What follows belongs to an exercise in optimizing a design on an open flow for small area and a short achievable clock period; a production flow would make more cautious choices.
Function was checked by simulation only, so behaviour that the tests miss may differ from the original.
Power and IR drop assume default switching activity. The clock port is modelled as an ideal driver; clocking choices that lean on that would not hold on a real chip.

==> flow/design.v (excerpt) <==
module mpi_endpoint #(
  parameter int buf_depth = 16
) (
  input  logic               clk,
  input  logic               rst,
  output mpi_pkg::flit_t     noc_out_flit,
  output logic               noc_out_last,
  output logic               noc_out_valid,
  input  logic               noc_out_ready,
  input  mpi_pkg::flit_t     noc_in_flit,
  input  logic               noc_in_last,
  input  logic               noc_in_valid,
  output logic               noc_in_ready,
  input  mpi_pkg::bus_addr_t bus_addr,
  input  logic               bus_we,
  input  logic               bus_en,
  input  mpi_pkg::flit_t     bus_data_in,
  output mpi_pkg::flit_t     bus_data_out,
  output logic               bus_ack,
  output logic               bus_err,
  output logic               irq
);
Size in the first run: roughly 2,600 cells after synthesis, about 1,200 flip-flops, roughly 44,000 um^2 of cells after synthesis.
clock: 6.0 ns
lec_check: 0
cap_margin: 5
core_margin: 2
core_utilization: 68
setup_slack_margin: 2.8
slew_margin: 5
standard.sh (not shown) runs the stock make flow with config.mk's settings and CLKGATE_MAP_FILE= SYNTH_SCRIPT=/design/flow/synth_recipe.tcl, a recipe that flattens the netlist after the stock synthesis.
==> flow/flow/run.sh <==
#!/bin/bash
# Standard ORFS layout (the standard.sh and synthesis script) with these changes:
#  - port buffers are buf_2 cells instead of the default delay cells,
#  - resizing may change a cell's footprint,
#  - clock tree from clkbuf_16 cells in larger sink clusters, without dummy loads,
#  - the slow four-input OR/NOR cells are added to the platform's don't-use list.
# make's full output goes to flow_make.log in this folder; ORFS keeps each
# step's log under orfs/logs/.
set -euo pipefail
export BUFFER_PORTS_ARGS="-buffer_cell sky130_fd_sc_hd__buf_2"
export CTS_ARGS="-sink_clustering_enable -repair_clock_nets -dont_use_dummy_load -buf_list {sky130_fd_sc_hd__clkbuf_16} -sink_clustering_size 30 -sink_clustering_max_diameter 150"
platform_dont_use="sky130_fd_sc_hd__probe_p_8 sky130_fd_sc_hd__probec_p_8 sky130_fd_sc_hd__lpflow_bleeder_1 sky130_fd_sc_hd__lpflow_clkbufkapwr_1 sky130_fd_sc_hd__lpflow_clkbufkapwr_16 sky130_fd_sc_hd__lpflow_clkbufkapwr_2 sky130_fd_sc_hd__lpflow_clkbufkapwr_4 sky130_fd_sc_hd__lpflow_clkbufkapwr_8 sky130_fd_sc_hd__lpflow_clkinvkapwr_1 sky130_fd_sc_hd__lpflow_clkinvkapwr_16 sky130_fd_sc_hd__lpflow_clkinvkapwr_2 sky130_fd_sc_hd__lpflow_clkinvkapwr_4 sky130_fd_sc_hd__lpflow_clkinvkapwr_8 sky130_fd_sc_hd__lpflow_decapkapwr_12 sky130_fd_sc_hd__lpflow_decapkapwr_3 sky130_fd_sc_hd__lpflow_decapkapwr_4 sky130_fd_sc_hd__lpflow_decapkapwr_6 sky130_fd_sc_hd__lpflow_decapkapwr_8 sky130_fd_sc_hd__lpflow_inputiso0n_1 sky130_fd_sc_hd__lpflow_inputiso0p_1 sky130_fd_sc_hd__lpflow_inputiso1n_1 sky130_fd_sc_hd__lpflow_inputiso1p_1 sky130_fd_sc_hd__lpflow_inputisolatch_1 sky130_fd_sc_hd__lpflow_isobufsrc_1 sky130_fd_sc_hd__lpflow_isobufsrc_16 sky130_fd_sc_hd__lpflow_isobufsrc_2 sky130_fd_sc_hd__lpflow_isobufsrc_4 sky130_fd_sc_hd__lpflow_isobufsrc_8 sky130_fd_sc_hd__lpflow_isobufsrckapwr_16 sky130_fd_sc_hd__lpflow_lsbuf_lh_hl_isowell_tap_1 sky130_fd_sc_hd__lpflow_lsbuf_lh_hl_isowell_tap_2 sky130_fd_sc_hd__lpflow_lsbuf_lh_hl_isowell_tap_4 sky130_fd_sc_hd__lpflow_lsbuf_lh_isowell_4 sky130_fd_sc_hd__lpflow_lsbuf_lh_isowell_tap_1 sky130_fd_sc_hd__lpflow_lsbuf_lh_isowell_tap_2 sky130_fd_sc_hd__lpflow_lsbuf_lh_isowell_tap_4"
slow4=""
for c in or4 or4b or4bb nor4 nor4b nor4bb; do
  for d in 1 2 4; do slow4="$slow4 sky130_fd_sc_hd__${c}_${d}"; done
done
bash standard.sh MATCH_CELL_FOOTPRINT=0 "DONT_USE_CELLS=$platform_dont_use$slow4" finish > flow_make.log 2>&1
Rerun with:
--- a/flow/flow/run.sh
+++ b/flow/flow/run.sh
@@ -6 +6,3 @@
-#  - the slow four-input OR/NOR cells are added to the platform's don't-use list.
+#  - the slow four-input OR/NOR cells are added to the platform's don't-use list,
+#  - synthesis maps with ABC's delay relaxed for area (a copy of ORFS's scripts
+#    whose abc_speed.script differs; every other step uses ORFS's own scripts).
@@ -16,0 +19,16 @@
+rm -rf abc_scripts
+cp -r "$FLOW_HOME/scripts" abc_scripts
+cat > abc_scripts/abc_speed.script <<'ABC'
+&get -n
+&st
+&syn2
+&dch -f
+&nf -R 1000 -p
+&put
+buffer -c
+topo
+stime -c
+upsize -c
+dnsize -c
+ABC
+bash standard.sh MATCH_CELL_FOOTPRINT=0 "DONT_USE_CELLS=$platform_dont_use$slow4" "SCRIPTS_DIR=$PWD/abc_scripts" synth > flow_synth.log 2>&1
CAP_MARGIN = 20   (was 5)
CORE_UTILIZATION = 65   (was 68)
SETUP_SLACK_MARGIN = 2.9   (was 2.8)
SLEW_MARGIN = 20   (was 5)
The changed run finished clean.
Setup slack improves by 0.049 ns.
Clock skew is higher by 0.032 ns.
Via count is lower by 1.3%.
Rerun with:
--- a/flow/flow/run.sh
+++ b/flow/flow/run.sh
@@ -6,3 +6 @@
-#  - the slow four-input OR/NOR cells are added to the platform's don't-use list,
-#  - synthesis maps with ABC's delay relaxed for area (a copy of ORFS's scripts
-#    whose abc_speed.script differs; every other step uses ORFS's own scripts).
+#  - the slow four-input OR/NOR cells are added to the platform's don't-use list.
@@ -19,16 +16,0 @@
-rm -rf abc_scripts
-cp -r "$FLOW_HOME/scripts" abc_scripts
-cat > abc_scripts/abc_speed.script <<'ABC'
-&get -n
-&st
-&syn2
-&dch -f
-&nf -R 1000 -p
-&put
-buffer -c
-topo
-stime -c
-upsize -c
-dnsize -c
-ABC
-bash standard.sh MATCH_CELL_FOOTPRINT=0 "DONT_USE_CELLS=$platform_dont_use$slow4" "SCRIPTS_DIR=$PWD/abc_scripts" synth > flow_synth.log 2>&1
Result:
- wire length came out higher by about 4%
- register-to-register slack gets worse by 0.04 ns
- final area came out higher by 1.0%
- total power came out lower by 0.99%
- global-route usage came out higher by 0.63 points
- die area came out higher by 1.2%
- maximum frequency stays flat
- utilization came out higher by 0.35 points
- count of clock-buffer cells in the layout does not change
Rerun with:
--- a/flow/flow/run.sh
+++ b/flow/flow/run.sh
@@ -6 +6 @@
-#  - the slow four-input OR/NOR cells are added to the platform's don't-use list.
+#  - the slow three- and four-input OR/NOR cells are added to the platform's don't-use list.
@@ -14 +14 @@
-for c in or4 or4b or4bb nor4 nor4b nor4bb; do
+for c in or3 or3b nor3 nor3b or4 or4b or4bb nor4 nor4b nor4bb; do
SETUP_SLACK_MARGIN = 2.95   (was 2.9)
Result:
- total power stays the same
- global-route usage goes up by 0.88 points
- cell count goes up by about 1.1%
- flip-flop and latch count stays the same
- wire length goes up by about 2.2%
- register-to-register slack stays flat
- worst hold slack improved by 0.014 ns
- setup slack got worse by 0.043 ns
- sequential share of layout area goes down by 0.31 points
Rerun with:
--- a/flow/flow/run.sh
+++ b/flow/flow/run.sh
@@ -6 +6,3 @@
-#  - the slow three- and four-input OR/NOR cells are added to the platform's don't-use list.
+#  - the slow four-input OR/NOR cells are added to the platform's don't-use list,
+#  - synthesis maps with ABC's delay relaxed for area (a copy of ORFS's scripts
+#    whose abc_speed.script differs; every other step uses ORFS's own scripts).
@@ -14 +16 @@
-for c in or3 or3b nor3 nor3b or4 or4b or4bb nor4 nor4b nor4bb; do
+for c in or4 or4b or4bb nor4 nor4b nor4bb; do
@@ -16,0 +19,16 @@
+rm -rf abc_scripts
+cp -r "$FLOW_HOME/scripts" abc_scripts
+cat > abc_scripts/abc_speed.script <<'ABC'
+&get -n
+&st
+&syn2
+&dch -f
+&nf -R 1000 -p
+&put
+buffer -c
+topo
+stime -c
+upsize -c
+dnsize -c
+ABC
+bash standard.sh MATCH_CELL_FOOTPRINT=0 "DONT_USE_CELLS=$platform_dont_use$slow4" "SCRIPTS_DIR=$PWD/abc_scripts" synth > flow_synth.log 2>&1
CORE_UTILIZATION = 70   (was 65)
SETUP_SLACK_MARGIN = 2.9   (was 2.95)
- The new run completed with no timing, DRC or antenna violations
- synthesized area went down slightly
- routed wire length went down by a few percent
- setup slack gains 0.022 ns
- clock-buffer cell count stays the same
- hold slack loses 0.014 ns

-- separate check: timing with driven ports --
In the flow no input, the clock included, has a driving cell. The finished layouts below were timed again as built, in two steps. Step 1 assumes that a clkbuf_16 drives the clock port and a buf_2 every other input. Step 2 adds t to the input delays and takes it off the output delays; t is the mean of the earliest and latest rising clock arrival at the registers after step 1. Input paths then give back, and output paths get back, about the clock's delay inside the block. Slacks: ideal ports / drivers / drivers and shift; pairs: ideal ports / drivers.
| run | t (ns) | setup slack, ns | worst data-port slew with drivers (ns) | pins driven straight from the clock port |
|---|---|---|---|---|
| the first run | 0.673 | 2.772 / 2.712 / 2.506 | 0.11 | 1 |
| the second run | 0.678 | 2.821 / 2.786 / 2.237 | 0.12 | 1 |
| the third run | 0.681 | 2.814 / 2.779 / 2.470 | 0.12 | 1 |
| the fourth run | 0.689 | 2.771 / 2.716 / 2.473 | 0.11 | 1 |
| the fifth run | 0.691 | 2.792 / 2.733 / 2.233 | 0.12 | 1 |
After both steps setup and hold are still met in every run listed. The setup slack of the second run, which loses most, moves by -0.035 ns with the drivers and by -0.584 ns with both steps.
